Context: an optimization exercise on an open-source flow, tuned for small area, a short achievable clock period and few clock cycles. The choices shown serve that exercise and are no tape-out recipe.
Only simulation tests tie the RTL to the original design; equivalence was not proved.
Power figures rest on the tool's default switching activity, not on a simulated workload.

[flow/design.v]
`timescale 1ns / 1ps
package sexp_pkg;
   localparam logic [5:0] MAX_DEPTH = 6'd32;
   localparam logic [7:0] CH_TAB    = 8'h09;
   localparam logic [7:0] CH_LF     = 8'h0A;
   localparam logic [7:0] CH_CR     = 8'h0D;
   localparam logic [7:0] CH_SPACE  = 8'h20;
   localparam logic [7:0] CH_QUOTE  = 8'h22;
   localparam logic [7:0] CH_SEMI   = 8'h3B;
   localparam logic [7:0] CH_BSLASH = 8'h5C;
   localparam logic [7:0] CH_LPAREN = 8'h28;
   localparam logic [7:0] CH_RPAREN = 8'h29;
   localparam logic [7:0] CH_LBRACK = 8'h5B;
   localparam logic [7:0] CH_RBRACK = 8'h5D;
   localparam logic [7:0] CH_LBRACE = 8'h7B;
   localparam logic [7:0] CH_RBRACE = 8'h7D;
   localparam logic [7:0] CH_ZERO   = 8'h30;
   localparam logic [7:0] CH_LOWER_N = 8'h6E;
   localparam logic [7:0] CH_LOWER_R = 8'h72;
   localparam logic [7:0] CH_LOWER_T = 8'h74;
   localparam logic [3:0] RADIX     = 4'd10;
   localparam logic [1:0] ERR_STRAY  = 2'd0;
   localparam logic [1:0] ERR_ESCAPE = 2'd1;
   localparam logic [1:0] ERR_DEEP   = 2'd2;
   localparam logic [1:0] ERR_NONE   = 2'd0;
   typedef enum logic [2:0] {
      TK_LBEGIN = 3'd0,
      TK_LEND   = 3'd1,
      TK_ABYTE  = 3'd2,
      TK_AEND   = 3'd3,
      TK_IEND   = 3'd4,
      TK_SBYTE  = 3'd5,
      TK_SEND   = 3'd6,
      TK_ERROR  = 3'd7
   } token_type;
   typedef enum logic [2:0] {
      PH_START   = 3'd0,
      PH_LIST    = 3'd1,
      PH_ATOM    = 3'd2,
      PH_STRING  = 3'd3,
      PH_ESCAPE  = 3'd4,
      PH_COMMENT = 3'd5,
      PH_DONE    = 3'd6
   } phase_type;
   typedef struct packed {
      logic        s0_vld;
      token_type   s0_tok;
      logic [63:0] s0_val;
      logic [5:0]  s0_lvl;
      logic        s1_vld;
      token_type   s1_tok;
      logic [7:0]  s1_chr;
      logic [1:0]  s1_err;
      logic [5:0]  s1_lvl;
      logic [5:0]  unw;
   } bundle_type;
   function automatic logic is_ws(input logic [7:0] c);
      is_ws = (c == CH_TAB) || (c == CH_LF) || (c == CH_SPACE);
   endfunction
   function automatic logic is_digit(input logic [7:0] c);
      is_digit = (c >= 8'h30) && (c <= 8'h39);
   endfunction
   function automatic logic is_atom(input logic [7:0] c);
      logic r;
      r = is_digit(c) || ((c >= 8'h61) && (c <= 8'h7A)) || ((c >= 8'h41) && (c <= 8'h5A));
      unique case (c)
         8'h5F, 8'h24, 8'h23, 8'h3F, 8'h2E, 8'h40, 8'h2B, 8'h2D, 8'h21, 8'h7E,
         8'h2A, 8'h2F, 8'h25, 8'h3C, 8'h3E, 8'h26, 8'h5E, 8'h7C, 8'h3D: r = 1'b1;
         default: ;
      endcase
      is_atom = r;
   endfunction
   function automatic logic is_open(input logic [7:0] c);
      is_open = (c == CH_LPAREN) || (c == CH_LBRACK) || (c == CH_LBRACE);
   endfunction
   function automatic logic is_close(input logic [7:0] c);
      is_close = (c == CH_RPAREN) || (c == CH_RBRACK) || (c == CH_RBRACE);
   endfunction
endpackage
`timescale 1ns / 1ps
module sexp_fifo (
   input  logic       clock,
   input  logic       reset,
   input  logic       push,
   input  sexp_pkg::bundle_type wr_data,
   input  logic       pop,
   output logic       not_empty,
   output logic       full,
   output sexp_pkg::bundle_type rd_data
);
   sexp_pkg::bundle_type mem0_ff;
   sexp_pkg::bundle_type mem1_ff;
   logic       wr_ptr_ff, wr_ptr_in;
   logic       rd_ptr_ff, rd_ptr_in;
   logic [1:0] count_ff, count_in;
   logic       do_pop;
   assign not_empty = (count_ff != 2'd0);
   assign full      = (count_ff == 2'd2);
   assign rd_data   = rd_ptr_ff ? mem1_ff : mem0_ff;
   assign do_pop    = pop && not_empty;
   always_comb begin
      wr_ptr_in = push ? ~wr_ptr_ff : wr_ptr_ff;
      rd_ptr_in = do_pop ? ~rd_ptr_ff : rd_ptr_ff;
      count_in  = 2'(count_ff + {1'b0, push} - {1'b0, do_pop});
   end
   always_ff @(posedge clock) begin
      if (push && !wr_ptr_ff) mem0_ff <= wr_data;
      if (push && wr_ptr_ff) mem1_ff <= wr_data;
   end
   always_ff @(posedge clock) begin
      if (reset) begin
         wr_ptr_ff <= 1'b0;
         rd_ptr_ff <= 1'b0;
         count_ff  <= 2'd0;
      end else begin
         wr_ptr_ff <= wr_ptr_in;
         rd_ptr_ff <= rd_ptr_in;
         count_ff  <= count_in;
      end
   end
endmodule
`timescale 1ns / 1ps
module sexp_scan (
   input  logic       clock,
   input  logic       reset,
   input  logic       accept,
   input  logic       kind,
   input  logic [7:0] chr,
   output logic       push,
   output sexp_pkg::bundle_type bundle
);
   sexp_pkg::phase_type   phase_ff, phase_in;
   logic [5:0]  depth_ff, depth_in;
   logic        digits_ff, digits_in;
   logic [63:0] accum_ff, accum_in;
   logic        live;
   logic        start;
   sexp_pkg::phase_type   p;
   logic [5:0]  d0;
   logic        between_en;
   logic [3:0]  digit;
   logic [67:0] prod;
   logic [63:0] acc_next;
   logic [7:0]  esc_chr;
   logic        esc_ok;
   assign live  = accept && (phase_ff != sexp_pkg::PH_DONE);
   assign start = (phase_ff == sexp_pkg::PH_START);
   assign p     = start ? sexp_pkg::PH_LIST : phase_ff;
   assign d0    = start ? 6'd1 : depth_ff;
   assign digit = 4'(chr - sexp_pkg::CH_ZERO);
   assign prod     = ({4'd0, accum_ff} << 3) + ({4'd0, accum_ff} << 1) + {64'd0, digit};
   assign acc_next = (|prod[67:64]) ? {64{1'b1}} : prod[63:0];
   assign between_en = live && !kind &&
                       ((p == sexp_pkg::PH_LIST) || ((p == sexp_pkg::PH_ATOM) && !sexp_pkg::is_atom(chr)));
   always_comb begin
      esc_ok  = 1'b1;
      esc_chr = chr;
      unique case (chr)
         sexp_pkg::CH_BSLASH:  esc_chr = sexp_pkg::CH_BSLASH;
         sexp_pkg::CH_QUOTE:   esc_chr = sexp_pkg::CH_QUOTE;
         sexp_pkg::CH_LOWER_N: esc_chr = sexp_pkg::CH_LF;
         sexp_pkg::CH_LOWER_R: esc_chr = sexp_pkg::CH_CR;
         sexp_pkg::CH_LOWER_T: esc_chr = sexp_pkg::CH_TAB;
         default:    esc_ok  = 1'b0;
      endcase
   end
   always_comb begin
      phase_in  = phase_ff;
      depth_in  = depth_ff;
      digits_in = digits_ff;
      accum_in  = accum_ff;
      if (live) begin
         phase_in = p;
         depth_in = d0;
         if (kind) begin
            phase_in = sexp_pkg::PH_DONE;
            depth_in = 6'd0;
         end else begin
            unique case (p)
               sexp_pkg::PH_ATOM: begin
                  if (sexp_pkg::is_atom(chr)) begin
                     if (sexp_pkg::is_digit(chr)) accum_in = acc_next;
                     else digits_in = 1'b0;
                  end else begin
                     phase_in = sexp_pkg::PH_LIST;
                  end
               end
               sexp_pkg::PH_STRING: begin
                  if (chr == sexp_pkg::CH_QUOTE) phase_in = sexp_pkg::PH_LIST;
                  else if (chr == sexp_pkg::CH_BSLASH) phase_in = sexp_pkg::PH_ESCAPE;
               end
               sexp_pkg::PH_ESCAPE: phase_in = sexp_pkg::PH_STRING;
               sexp_pkg::PH_COMMENT: begin
                  if (chr == sexp_pkg::CH_LF) phase_in = sexp_pkg::PH_LIST;
               end
               default: ;
            endcase
            if (between_en) begin
               if (sexp_pkg::is_ws(chr)) begin
                  phase_in = sexp_pkg::PH_LIST;
               end else if (chr == sexp_pkg::CH_SEMI) begin
                  phase_in = sexp_pkg::PH_COMMENT;
               end else if (sexp_pkg::is_open(chr)) begin
                  if (d0 < sexp_pkg::MAX_DEPTH) depth_in = 6'(d0 + 6'd1);
               end else if (sexp_pkg::is_close(chr)) begin
                  depth_in = (d0 != 6'd0) ? 6'(d0 - 6'd1) : 6'd0;
                  if (d0 <= 6'd1) phase_in = sexp_pkg::PH_DONE;
               end else if (chr == sexp_pkg::CH_QUOTE) begin
                  phase_in = sexp_pkg::PH_STRING;
               end else if (sexp_pkg::is_atom(chr)) begin
                  phase_in  = sexp_pkg::PH_ATOM;
                  digits_in = sexp_pkg::is_digit(chr);
                  accum_in  = sexp_pkg::is_digit(chr) ? {60'd0, digit} : 64'd0;
               end
            end
         end
      end
   end
   always_comb begin
      bundle = '0;
      if (live) begin
         if (start) begin
            bundle.s0_vld = 1'b1;
            bundle.s0_tok = sexp_pkg::TK_LBEGIN;
            bundle.s0_lvl = 6'd1;
         end else if ((p == sexp_pkg::PH_ATOM) && (kind || !sexp_pkg::is_atom(chr))) begin
            bundle.s0_vld = 1'b1;
            bundle.s0_tok = digits_ff ? sexp_pkg::TK_IEND : sexp_pkg::TK_AEND;
            bundle.s0_val = digits_ff ? accum_ff : 64'd0;
            bundle.s0_lvl = d0;
         end else if (kind && ((p == sexp_pkg::PH_STRING) || (p == sexp_pkg::PH_ESCAPE))) begin
            bundle.s0_vld = 1'b1;
            bundle.s0_tok = sexp_pkg::TK_SEND;
            bundle.s0_lvl = d0;
         end
         if (kind) begin
            bundle.unw = d0;
         end else begin
            bundle.s1_lvl = d0;
            unique case (p)
               sexp_pkg::PH_ATOM: begin
                  if (sexp_pkg::is_atom(chr)) begin
                     bundle.s1_vld = 1'b1;
                     bundle.s1_tok = sexp_pkg::TK_ABYTE;
                     bundle.s1_chr = chr;
                  end
               end
               sexp_pkg::PH_STRING: begin
                  if (chr == sexp_pkg::CH_QUOTE) begin
                     bundle.s1_vld = 1'b1;
                     bundle.s1_tok = sexp_pkg::TK_SEND;
                  end else if (chr != sexp_pkg::CH_BSLASH) begin
                     bundle.s1_vld = 1'b1;
                     bundle.s1_tok = sexp_pkg::TK_SBYTE;
                     bundle.s1_chr = chr;
                  end
               end
               sexp_pkg::PH_ESCAPE: begin
                  bundle.s1_vld = 1'b1;
                  bundle.s1_tok = esc_ok ? sexp_pkg::TK_SBYTE : sexp_pkg::TK_ERROR;
                  bundle.s1_chr = esc_chr;
                  bundle.s1_err = esc_ok ? sexp_pkg::ERR_NONE : sexp_pkg::ERR_ESCAPE;
               end
               default: ;
            endcase
            if (between_en) begin
               if (sexp_pkg::is_ws(chr) || (chr == sexp_pkg::CH_SEMI) || (chr == sexp_pkg::CH_QUOTE)) begin
                  bundle.s1_vld = 1'b0;
               end else if (sexp_pkg::is_open(chr)) begin
                  bundle.s1_vld = 1'b1;
                  if (d0 >= sexp_pkg::MAX_DEPTH) begin
                     bundle.s1_tok = sexp_pkg::TK_ERROR;
                     bundle.s1_chr = chr;
                     bundle.s1_err = sexp_pkg::ERR_DEEP;
                  end else begin
                     bundle.s1_tok = sexp_pkg::TK_LBEGIN;
                     bundle.s1_lvl = 6'(d0 + 6'd1);
                  end
               end else if (sexp_pkg::is_close(chr)) begin
                  bundle.s1_vld = 1'b1;
                  bundle.s1_tok = sexp_pkg::TK_LEND;
                  bundle.s1_lvl = (d0 != 6'd0) ? 6'(d0 - 6'd1) : 6'd0;
               end else if (sexp_pkg::is_atom(chr)) begin
                  bundle.s1_vld = 1'b1;
                  bundle.s1_tok = sexp_pkg::TK_ABYTE;
                  bundle.s1_chr = chr;
               end else begin
                  bundle.s1_vld = 1'b1;
                  bundle.s1_tok = sexp_pkg::TK_ERROR;
                  bundle.s1_chr = chr;
                  bundle.s1_err = sexp_pkg::ERR_STRAY;
               end
            end
         end
      end
   end
   assign push = bundle.s0_vld || bundle.s1_vld || (bundle.unw != 6'd0);
   always_ff @(posedge clock) begin
      if (reset) begin
         phase_ff  <= sexp_pkg::PH_START;
         depth_ff  <= 6'd0;
         digits_ff <= 1'b1;
         accum_ff  <= 64'd0;
      end else begin
         phase_ff  <= phase_in;
         depth_ff  <= depth_in;
         digits_ff <= digits_in;
         accum_ff  <= accum_in;
      end
   end
endmodule
`timescale 1ns / 1ps
module sexp_emit (
   input  logic        clock,
   input  logic        reset,
   input  logic        q_not_empty,
   input  sexp_pkg::bundle_type  q_data,
   output logic        q_pop,
   output logic        rsp_valid,
   input  logic        rsp_ready,
   output logic [2:0]  rsp_token,
   output logic [7:0]  rsp_char_out,
   output logic [63:0] rsp_int_value,
   output logic [1:0]  rsp_error_code,
   output logic [5:0]  rsp_level,
   output logic        rsp_last
);
   sexp_pkg::bundle_type  work_ff, work_in;
   logic        work_vld_ff, work_vld_in;
   logic        valid_ff, valid_in;
   sexp_pkg::token_type   tok_ff, tok_in;
   logic [7:0]  chr_ff, chr_in;
   logic [63:0] val_ff, val_in;
   logic [1:0]  err_ff, err_in;
   logic [5:0]  lvl_ff, lvl_in;
   logic        last_ff, last_in;
   logic        out_free;
   logic        fire;
   sexp_pkg::bundle_type  rest;
   logic        more;
   assign out_free = !valid_ff || rsp_ready;
   assign fire     = out_free && work_vld_ff;
   always_comb begin
      rest   = work_ff;
      tok_in = tok_ff;
      chr_in = chr_ff;
      val_in = val_ff;
      err_in = err_ff;
      lvl_in = lvl_ff;
      priority if (work_ff.s0_vld) begin
         rest.s0_vld = 1'b0;
         tok_in = work_ff.s0_tok;
         chr_in = 8'd0;
         val_in = work_ff.s0_val;
         err_in = sexp_pkg::ERR_NONE;
         lvl_in = work_ff.s0_lvl;
      end else if (work_ff.s1_vld) begin
         rest.s1_vld = 1'b0;
         tok_in = work_ff.s1_tok;
         chr_in = work_ff.s1_chr;
         val_in = 64'd0;
         err_in = work_ff.s1_err;
         lvl_in = work_ff.s1_lvl;
      end else begin
         rest.unw = 6'(work_ff.unw - 6'd1);
         tok_in = sexp_pkg::TK_LEND;
         chr_in = 8'd0;
         val_in = 64'd0;
         err_in = sexp_pkg::ERR_NONE;
         lvl_in = 6'(work_ff.unw - 6'd1);
      end
      more    = rest.s0_vld || rest.s1_vld || (rest.unw != 6'd0);
      last_in = !more;
   end
   always_comb begin
      work_in     = work_ff;
      work_vld_in = work_vld_ff;
      q_pop       = 1'b0;
      if (fire && more) begin
         work_in = rest;
      end else if (fire || !work_vld_ff) begin
         q_pop       = q_not_empty;
         work_vld_in = q_not_empty;
         work_in     = q_data;
      end
      valid_in = out_free ? work_vld_ff : valid_ff;
   end
   always_ff @(posedge clock) begin
      if (reset) begin
         work_vld_ff <= 1'b0;
         valid_ff    <= 1'b0;
      end else begin
         work_vld_ff <= work_vld_in;
         valid_ff    <= valid_in;
      end
   end
   always_ff @(posedge clock) begin
      work_ff <= work_in;
      if (fire) begin
         tok_ff  <= tok_in;
         chr_ff  <= chr_in;
         val_ff  <= val_in;
         err_ff  <= err_in;
         lvl_ff  <= lvl_in;
         last_ff <= last_in;
      end
   end
   assign rsp_valid      = valid_ff;
   assign rsp_token      = 3'(tok_ff);
   assign rsp_char_out   = chr_ff;
   assign rsp_int_value  = val_ff;
   assign rsp_error_code = err_ff;
   assign rsp_level      = lvl_ff;
   assign rsp_last       = last_ff;
endmodule
`timescale 1ns / 1ps
module s_expression_tokenizer (
   input  logic        clock,
   input  logic        reset,
   input  logic        req_valid,
   output logic        req_ready,
   input  logic        req_kind,
   input  logic [7:0]  req_byte_req,
   output logic        rsp_valid,
   input  logic        rsp_ready,
   output logic [2:0]  rsp_token,
   output logic [7:0]  rsp_char_out,
   output logic [63:0] rsp_int_value,
   output logic [1:0]  rsp_error_code,
   output logic [5:0]  rsp_level,
   output logic        rsp_last
);
   logic       accept;
   logic       push;
   sexp_pkg::bundle_type bundle;
   logic       q_full;
   logic       q_not_empty;
   logic       q_pop;
   sexp_pkg::bundle_type q_data;
   assign req_ready = !q_full;
   assign accept    = req_valid && req_ready;
   sexp_scan u_scan (
      .clock  (clock),
      .reset  (reset),
      .accept (accept),
      .kind   (req_kind),
      .chr    (req_byte_req),
      .push   (push),
      .bundle (bundle)
   );
   sexp_fifo u_fifo (
      .clock     (clock),
      .reset     (reset),
      .push      (push),
      .wr_data   (bundle),
      .pop       (q_pop),
      .not_empty (q_not_empty),
      .full      (q_full),
      .rd_data   (q_data)
   );
   sexp_emit u_emit (
      .clock          (clock),
      .reset          (reset),
      .q_not_empty    (q_not_empty),
      .q_data         (q_data),
      .q_pop          (q_pop),
      .rsp_valid      (rsp_valid),
      .rsp_ready      (rsp_ready),
      .rsp_token      (rsp_token),
      .rsp_char_out   (rsp_char_out),
      .rsp_int_value  (rsp_int_value),
      .rsp_error_code (rsp_error_code),
      .rsp_level      (rsp_level),
      .rsp_last       (rsp_last)
   );
endmodule
[flow/run.sh]
#!/bin/bash
# synth_recipe.tcl (not shown) runs the flow's synth.tcl, then flattens the netlist and writes it again
# the make line also repeats each setting of config.mk as NAME=value (left out here)
make -C /OpenROAD-flow-scripts/flow DESIGN_CONFIG=/design/flow/config.mk WORK_HOME=/design/flow/orfs CLKGATE_MAP_FILE= SYNTH_SCRIPT=/design/flow/synth_recipe.tcl finish
[flow/config.mk]
export PLATFORM = sky130hd
export DESIGN_NAME = s_expression_tokenizer
export DESIGN_NICKNAME = s_expression_tokenizer
export VERILOG_FILES = /design/flow/design.v
export SDC_FILE = /design/flow/constraint.sdc
export NUM_CORES = 4
export LEC_CHECK = 0
export CAP_MARGIN = 20
export CORE_MARGIN = 2
export CORE_UTILIZATION = 40
export SLEW_MARGIN = 20
[flow/constraint.sdc]
create_clock -name core_clock -period 5.0 [get_ports {clock}]
set_input_delay 1.0000 -clock core_clock [delete_from_list [all_inputs] [get_ports {clock}]]
set_output_delay 1.0000 -clock core_clock [all_outputs]
set_load 0.01 [all_outputs]
==> results by group <==
Hold path
  • Worst Min Path Start: u_emit.work_ff[31]
  • Hold/Removal Path Class: reg -> reg
  • Worst hold endpoint: u_emit.lvl_ff[5]
  • WHS Path Cells: 2

Synthesis
  • Async set or reset register ratio after synthesis: 0
  • Warnings from Yosys: 3
  • FF+latch count, synth: 464
  • Syn Area/Cell: 11.60 sq um
  • Cell variety after synth: 90
  • Post-synth EDFFs: 383
  • Syn_nets: 2210
  • Sequential fraction of the synthesis area: 0.5494
  • Post-synth top flop: edfxtp_1
  • Instance count of the mapped netlist: 2059
  • Synth Cell Area: 0.02388 sq mm

Floorplan
  • Initial Utilization: 0.4047
  • CORE AREA: about 0.06 sq mm
  • Die Span X: 248.4 microns
  • FP Rows: 89
  • Die Y-Extent: 248.4 microns
  • # IOs: 99
  • Die ar.: 0.06168 sq mm

STA
  • Crit path time final: approximately 4.7 ns
  • Max-slew headroom: 0.3162
  • Final Skew: 0.01791 ns
  • Final worst slack: just over 0.3 ns
  • RSZ-0062 raised after global routing: no
  • Final Hold Viols: 0
  • Tcrit/Tclk final: 0.9383
  • Worst Tran Pin Value: 1.026 ns
  • Max Freq: 213.2 MHz
  • Final Max Slew Viols: 0
  • Final setup violating endpoints: 0

Route
  • WL/cell: around 19 microns
  • Antenna viol nets, final: 0
  • Total Wirelength: 57190 microns
  • Initial detailed-routing violation count: between 1000 and 1500
  • Vias: 16422
  • Vias/cell: about 5.5
  • DRC viols: 0
  • First-pass DRT Iterations: 5

Critical path
  • Startpoint Class: input pin
  • CP Class: in -> reg
  • Worst setup path startpoint: req_byte_req[3]
  • R2R Path Start: u_scan.accum_ff[44]
  • Reg2reg path depth: 14
  • Worst path required time: about 5.5 ns
  • CP Max Fanout: 14
  • CP cell instances: clkdlybuf4s50_1 -> fa_1 -> inv_1 -> fa_1 -> nand2b_1 -> a21oi_1 -> o211ai_1 -> a31oi_1 -> o2111ai_1 -> a21boi_0 -> o2111ai_1 -> buf_4 -> nor2_4 -> buf_4 -> a21oi_1 -> o22a_1
  • Cell at the slowest stage of the critical path: fa_1
  • Critical Path Sink Type: register
  • FF-to-FF End: u_scan.accum_ff[10]
  • Reg-to-reg slack, setup: 0.91 ns
  • Crit path DAT: just over 5 ns
  • Slowest cell delay on critical path: 0.61 ns

Placement
  • Port-buffer cells: 98
  • Pre-CTS WS: -0.2407 ns
  • Final HPWL DP: 40930 microns
  • RD Place Congestion: 0.9134

Global route
  • Vias in the first global route: 16441
  • Global Route Usage Sum: 0.1868
  • First-pass GRT wire length: 90540 microns
  • Largest net degree at the start of global routing: between 80 and 90
  • Initial antenna violation count: 0
  • Grt ovf: 0

Clock network
  • Worst-Skew Late Latency: approximately 0.59 ns
  • Clock Path Buffers: 3
  • Worst-path clk slew: roughly 0.060 ns
  • CTS tree: built
  • Clk sink count: 464
  • # H-tree levels: 2
  • CTS Buf Count: 49
  • Post-CTS setup buffer count: 0
  • Root Buffer: clkbuf_16
  • CTS hold repair buffers: 0
  • CTS resizes: 0

Final layout
  • Commonest non-fill, non-tap cell in the layout: edfxtp_1
  • Diodes inserted: 0
  • Final #Nets: 2331
  • Area Growth Syn to Fin: 15.77%
  • Commonest cells after routing, fill and taps aside: 383 x edfxtp_1, 162 x a21oi_1, 149 x and2_1, 136 x ha_1, 135 x nand2_1
  • Fraction of layout cells with a size suffix above 1: 0.1280

Pwr
  • Pwr/cell area: 440.7 mW/mm^2
  • Lkg Pwr: 10.73 nW
  • Design Power: 0.01219 W
  • Maximum vdd drop: 398.9 uV

Outcome
  • Status: timing/DRC/antenna clean

Flow run
  • Max Cap Violations: 0
-- worst max-delay path by stage --
stage | to | slack [ns] | depth (start not counted)
floorplan | u_fifo.mem1_ff[0] | 0.43 | 9
global placement | u_scan.accum_ff[11] | -0.22 | 16
detailed placement | u_scan.accum_ff[35] | -0.24 | 16
CTS | u_scan.accum_ff[10] | 0.35 | 16
global route | u_scan.accum_ff[10] | 0.04 | 16
finish | u_scan.accum_ff[10] | 0.31 | 16
-- final cells by class --
type	count	area [sq um]
Fill cell	5338	31370
Sequential cell	464	13130
Multi-Input combinational cell	1432	10080
Timing Repair Buffer	185	1759
Clock buffer	62	1318
Tap cell	773	967.2
Clock inverter	27	216.5
Inverter	48	182.7
-- Yosys cell counts (5+ instances only) --
cell	n	share of area
a21boi_0	7	0.0022
o211ai_1	16	0.0050
o21bai_1	15	0.0047
o21ai_1	5	0.0010
ha_1	136	0.071
a31oi_1	42	0.011
nor2b_1	14	0.0037
nand2_1	135	0.021
mux2i_1	9	0.0038
nand4_1	29	0.0076
nand2b_1	18	0.0047
a211oi_1	16	0.0050
nor2_1	106	0.017
a22oi_1	5	0.0016
o221ai_1	5	0.0018
or2_2	6	0.0016
a21oi_1	162	0.034
nor3_1	21	0.0044
mux2_2	93	0.044
nand3_1	32	0.0067
xnor2_1	47	0.017
xor2_1	24	0.0088
buf_4	6	0.0019
buf_6	7	0.0033
nand3b_1	6	0.0019
or3_1	10	0.0026
o21ai_0	119	0.025
dfxtp_1	81	0.068
a21o_1	35	0.011
buf_1	7	0.0011
o22a_1	22	0.0081
edfxtp_1	383	0.48
buf_2	23	0.0048
nor4_1	13	0.0034
clkbuf_1	70	0.011
o22ai_1	8	0.0021
a221oi_1	9	0.0033
o31ai_1	5	0.0016
and3_1	11	0.0029
inv_1	47	0.0074
o21a_1	11	0.0035
and2_1	149	0.039
-- state kept, by name, indices dropped and copies added (netlist names) --
name,count
u_fifo.wr_ptr_ff,1
u_scan.accum_ff,64
u_emit.chr_ff,8
u_emit.err_ff,2
u_scan.digits_ff,1
u_scan.depth_ff,6
u_emit.work_vld_ff,1
u_emit.work_ff,100
u_emit.last_ff,1
u_emit.lvl_ff,6
u_fifo.count_ff,2
u_emit.valid_ff,1
u_fifo.mem1_ff,100
u_fifo.mem0_ff,100
u_emit.val_ff,64
u_emit.tok_ff,3
u_fifo.rd_ptr_ff,1
u_scan.phase_ff,3
-- stage by stage --
stage,area [sq um],hold slack [ns],TNS [ns],std cells,utilization
6_report,27650,0.5195,0,2991,0.4685
5_1_grt,27650,0.5325,0,2991,0.4685
4_1_cts,27640,0.5231,0,2990,0.4684
3_5_place_dp,26110,0.5096,-8.626,2901,0.4424
3_3_place_gp,26110,0.5053,-7.305,2901,0.4424
2_1_floorplan,23900,0.4636,0,2059,-
-- cells by family (layout without fill, tap and decap cells) --
logic type                 Yosys count  in the layout  share of synthesized area
buffers and inverters              163            322                    0.03007
and+or+nand+nor                    577            577                     0.1264
DFF                                464            464                     0.5494
xor gates and xnor gates            71             71                    0.02604
adders and majority gates          138            138                    0.07292
AOI/OAI and AO/OA                  544            544                     0.1475
muxes                              102            102                    0.04762
-- routing by layer --
layer  track usage  vias to the layer above  wire length (microns)
li1              -                     7986                      -
met1        0.2527                     8000                  26220
met2        0.3114                      358                  27240
met3       0.03027                       78                   2483
met4       0.05042                        0                   1249
met5             0                        -                      0
-- worst max-delay path, delay by kind of cell --
kind	cells	cell delay, ns
compound gates	8	1.62
fa+ha+maj	2	1.06
buf+inv	4	1.03
simple gates	2	0.43
-- power by group --
| group | internal [W] | total [W] | switching [W] |
|---|---|---|---|
| clock network | 0.00202 | 0.00348 | 0.00146 |
| logic | 0.00126 | 0.00274 | 0.00148 |
| registers | 0.00559 | 0.00597 | 0.000385 |
Testbench counts, summed over its fixed seeds: cycles 20,586.

[separate check: timing with driven ports]
Ports are ideal in the flow. The routed layout listed here was re-timed in OpenROAD.
Step 1, drivers: a clkbuf_16 drives clock and a buf_2 each remaining input, both assumed.
Step 2 adds t to the input delays and takes it off the output delays; t is the mean of the earliest and latest rising clock arrival at the registers after step 1. Input paths then give back, and output paths get back, about the clock's delay inside the block.
Slacks: no drivers / after step 1 / after step 2; pairs: no drivers / after step 1.
shift t [ns]: 0.632
setup WS [ns]: 0.309 / 0.343 / -0.289
hold slack, ns: 0.519 / 0.519 / 0.519
With both steps, setup timing fails in this run, where it was met with ideal ports. For this run, drivers alone change the setup slack by +0.034 ns; drivers and shift together by -0.598 ns.
